Background: an optimization exercise with open tools, aiming at small area. Do not read the settings as production practice.
Where RTL was checked, it was by simulation tests only, not by an equivalence proof against the original.
The flow treats the clock pin as an ideal source, which a real chip does not have.

## fma_top
module fma_top (
    input  logic        clk,
    input  logic        rst,
    input  logic        in_valid,
    input  logic [63:0] a,
    input  logic [63:0] b,
    input  logic [63:0] c,
    output logic        c_req,
    output logic [63:0] result,
    output logic        out_valid,
    output logic        error
);
Settings: LEC_CHECK=0, CAP_MARGIN=20, CORE_MARGIN=2, CORE_UTILIZATION=40, SETUP_SLACK_MARGIN=0.2, SLEW_MARGIN=20, SYNTH_HIERARCHICAL=1, SYNTH_MINIMUM_KEEP_SIZE=0; clock period 7.5 ns.
run.sh (not shown) runs the stock make flow with config.mk's settings and CLKGATE_MAP_FILE= SYNTH_SCRIPT=/design/flow/synth_recipe.tcl, a recipe that flattens the netlist after the stock synthesis.
The starting point went through all stages and came out clean.
Change:
--- a/flow/config.mk
+++ b/flow/config.mk
@@ -10,2 +10,3 @@
 export CORE_UTILIZATION = 40
+export GPL_TIMING_DRIVEN = 0
 export SETUP_SLACK_MARGIN = 0.2
=> The new run produced a layout that fails on setup timing; setup slack gets worse by 0.50 ns; die area does not change; routed wire length rises by about 20%; final cell count is lower by 2.3%; utilization fell by 1.4 points; cell area drops by about 2.8%; synthesized area stays the same; clock skew went up by 0.0053 ns.

* * *

== the baseline ==
Another version of the RTL of fma_top (not shown whole).
For scale: about 260 I/O pins, about 0.090 mm2 of cells after synthesis.
// fma_top
module fma_top (
    input  logic        clk,
    input  logic        rst,
    input  logic        in_valid,
    input  logic [63:0] a,
    input  logic [63:0] b,
    input  logic [63:0] c,
    output logic        c_req,
    output logic [63:0] result,
    output logic        out_valid,
    output logic        error
);
==> flow/config.mk <==
export PLATFORM = sky130hd
export DESIGN_NAME = fma_top
export DESIGN_NICKNAME = fma_top
export VERILOG_FILES = /design/flow/design.v
export SDC_FILE = /design/flow/constraint.sdc
export NUM_CORES = 4
export LEC_CHECK = 0
export CAP_MARGIN = 20
export CORE_MARGIN = 2
export CORE_UTILIZATION = 40
export GPL_TIMING_DRIVEN = 0
export SETUP_SLACK_MARGIN = 0.2
export SLEW_MARGIN = 20
export SYNTH_HIERARCHICAL = 1
export SYNTH_MINIMUM_KEEP_SIZE = 0
==> flow/constraint.sdc <==
create_clock -name core_clock -period 7.5 [get_ports {clk}]
set_input_delay 1.5000 -clock core_clock [delete_from_list [all_inputs] [get_ports {clk}]]
set_output_delay 1.5000 -clock core_clock [all_outputs]
set_load 0.01 [all_outputs]
standard.sh (not shown) runs the stock make flow with config.mk's settings and CLKGATE_MAP_FILE= SYNTH_SCRIPT=/design/flow/synth_recipe.tcl, a recipe that flattens the netlist after the stock synthesis.
==> flow/flow/run.sh <==
#!/bin/bash
# The standard layout, with two changes: the port buffers are made from
# the smallest buffer cell, and the buffers abc put in the synthesized
# netlist are removed at floorplan (ORFS REMOVE_ABC_BUFFERS), as timing-driven
# global placement would otherwise do.
set -e
cp standard.sh standard_sh.log
export BUFFER_PORTS_ARGS="-buffer_cell sky130_fd_sc_hd__buf_1"
export REMOVE_ABC_BUFFERS=1
bash standard.sh > standard.log 2>&1
What the candidate does differently from the baseline at the input level:
==> flow/flow/run.sh <==
#!/bin/bash
# The standard layout, with two changes: the port buffers are made from
# the smallest buffer cell, and after global routing gates on paths with
# positive slack are sized down (ORFS RECOVER_POWER).
set -e
cp standard.sh standard_sh.log
export BUFFER_PORTS_ARGS="-buffer_cell sky130_fd_sc_hd__buf_1"
export RECOVER_POWER=100
bash standard.sh > standard.log 2>&1
diff --git a/flow/config.mk b/flow/config.mk
--- a/flow/config.mk
+++ b/flow/config.mk
@@ -9,5 +9,4 @@
 export CORE_MARGIN = 2
 export CORE_UTILIZATION = 40
-export GPL_TIMING_DRIVEN = 0
 export SETUP_SLACK_MARGIN = 0.2
 export SLEW_MARGIN = 20
From the logs: the candidate reached the end of the flow and failed the layout checks with max-capacitance violations, max-slew violations.
[compare] base=the baseline new=the candidate: clock skew held, worst endpoint data arrival time up 50 ps, maximum frequency fell by 0.81%.
Cells: the candidate has more instances than the baseline

* * *

fma_top, a different RTL version from the one above (not shown whole).
For scale: roughly 9200 cells after synthesis.
clock: 7.5 ns
lec_check: 0
cap_margin: 20
core_margin: 2
core_utilization: 40
setup_slack_margin: 0.2
slew_margin: 20
synth_hierarchical: 1
synth_minimum_keep_size: 0
==> flow/flow/run.sh <==
#!/bin/bash
# Standard layout, with the port buffers made from the smallest buffer cell
# instead of the default choice. Everything else is the standard flow.
set -e
cp standard.sh standard_sh.log
export BUFFER_PORTS_ARGS="-buffer_cell sky130_fd_sc_hd__buf_1"
bash standard.sh > standard.log 2>&1
Edit:
==> flow/run.sh (new file) <==
#!/bin/bash
# synth_recipe.tcl (not shown) runs the flow's synth.tcl, then flattens the netlist and writes it again
# the make line also repeats each setting of config.mk as NAME=value (left out here)
make -C /OpenROAD-flow-scripts/flow DESIGN_CONFIG=/design/flow/config.mk WORK_HOME=/design/flow/orfs CLKGATE_MAP_FILE= SYNTH_SCRIPT=/design/flow/synth_recipe.tcl finish
removed: flow/flow/run.sh
removed: flow/standard.sh
The changed run ran to the end with no violations.
Wire length decreases by 1.6%.
Clock skew drops by 0.018 ns.
Cell area increases by 1.7%.
Function was not checked in any run of this note: the RTL went through the layout flow alone.

* * *

Another version of the RTL of fma_top (not shown whole).
Size in the first run: about 9,200 cells after synthesis, roughly 260 I/O pins, ~0.092 sq mm of cells after synthesis.
clock: 7.5 ns
lec_check: 0
cap_margin: 20
core_margin: 2
core_utilization: 40
setup_slack_margin: 0.2
slew_margin: 20
synth_hierarchical: 1
synth_minimum_keep_size: 0
==> flow/flow/run.sh <==
#!/bin/bash
# The standard layout (standard.sh) with three changes:
#  - the port buffers are made from the smallest buffer cell;
#  - clock tree synthesis adds no dummy loads;
#  - after clock tree synthesis, gates on paths with positive slack are
#    sized down (post_cts.tcl); global routing then repairs slew,
#    capacitance and timing as usual.
set -e
here=$(pwd)
cp standard.sh standard_sh.log
export BUFFER_PORTS_ARGS="-buffer_cell sky130_fd_sc_hd__buf_1"
export CTS_ARGS="-sink_clustering_enable -repair_clock_nets -dont_use_dummy_load"
export POST_CTS_TCL="$here/flow/post_cts.tcl"
bash standard.sh > standard.log 2>&1
==> flow/flow/post_cts.tcl <==
# Runs at the end of the CTS step: size down gates on paths with positive
# slack. The global route step that follows repairs slew, capacitance and
# timing again with its own margins.
log_cmd estimate_parasitics -placement
log_cmd repair_timing -recover_power 100 -verbose
set result [catch { detailed_placement } msg]
if { $result != 0 } {
  error "Detailed placement failed after power recovery: $msg"
}
check_placement -verbose
Edit:
==> flow/run.sh (new file) <==
#!/bin/bash
# synth_recipe.tcl (not shown) runs the flow's synth.tcl, then flattens the netlist and writes it again
# the make line also repeats each setting of config.mk as NAME=value (left out here)
make -C /OpenROAD-flow-scripts/flow DESIGN_CONFIG=/design/flow/config.mk WORK_HOME=/design/flow/orfs CLKGATE_MAP_FILE= SYNTH_SCRIPT=/design/flow/synth_recipe.tcl finish
removed: flow/flow/run.sh
removed: flow/flow/post_cts.tcl
removed: flow/standard.sh
=> Global-route usage went up by 0.28 points; register-to-register slack barely changes; setup slack gains 0.042 ns; final area went up by 2.2%; routed wire length went down by 2.6%; critical path depth went up by 2; via count went up by 0.44%; core utilization went up by 1.0 points; die area does not change; cell count went up by 0.69%.

## port drivers added, routing unchanged
The results above use ideal ports. As a check the final layouts listed here were re-extracted and re-timed, cells and wires unchanged. Step 1: set_driving_cell puts a clkbuf_16 on clk and a buf_2 on each other input, an assumption about the parent block. Step 2 adds t to the input delays and takes it off the output delays; t is the mean of the earliest and latest rising clock arrival at the registers after step 1. Input paths then give back, and output paths get back, about the clock's delay inside the block. Three values: ideal, step 1, step 2; two values: the first two.
run | shift t [ns] | setup WS [ns] | clock arrival spread, ns
the first run of note 1 | 0.795 | 0.223 / 0.223 / -0.462 | 0.089 / 0.088
the second run of note 1 | 0.836 | -0.274 / -0.205 / -1.041 | 0.071 / 0.072
the baseline | 0.766 | 0.264 / 0.251 / -0.515 | 0.056 / 0.056
the candidate | 0.796 | 0.204 / 0.204 / -0.482 | 0.058 / 0.058
the first run of note 3 | 0.802 | 0.327 / 0.327 / -0.406 | 0.135 / 0.136
the second run of note 3 | 0.812 | 0.346 / 0.346 / -0.361 | 0.097 / 0.097
the first run of note 4 | 0.765 | 0.304 / 0.353 / -0.396 | 0.157 / 0.158
the second run of note 4 | 0.812 | 0.346 / 0.346 / -0.361 | 0.097 / 0.097
For the baseline, which loses most, drivers alone change the setup slack by -0.013 ns; drivers and shift together by -0.779 ns.
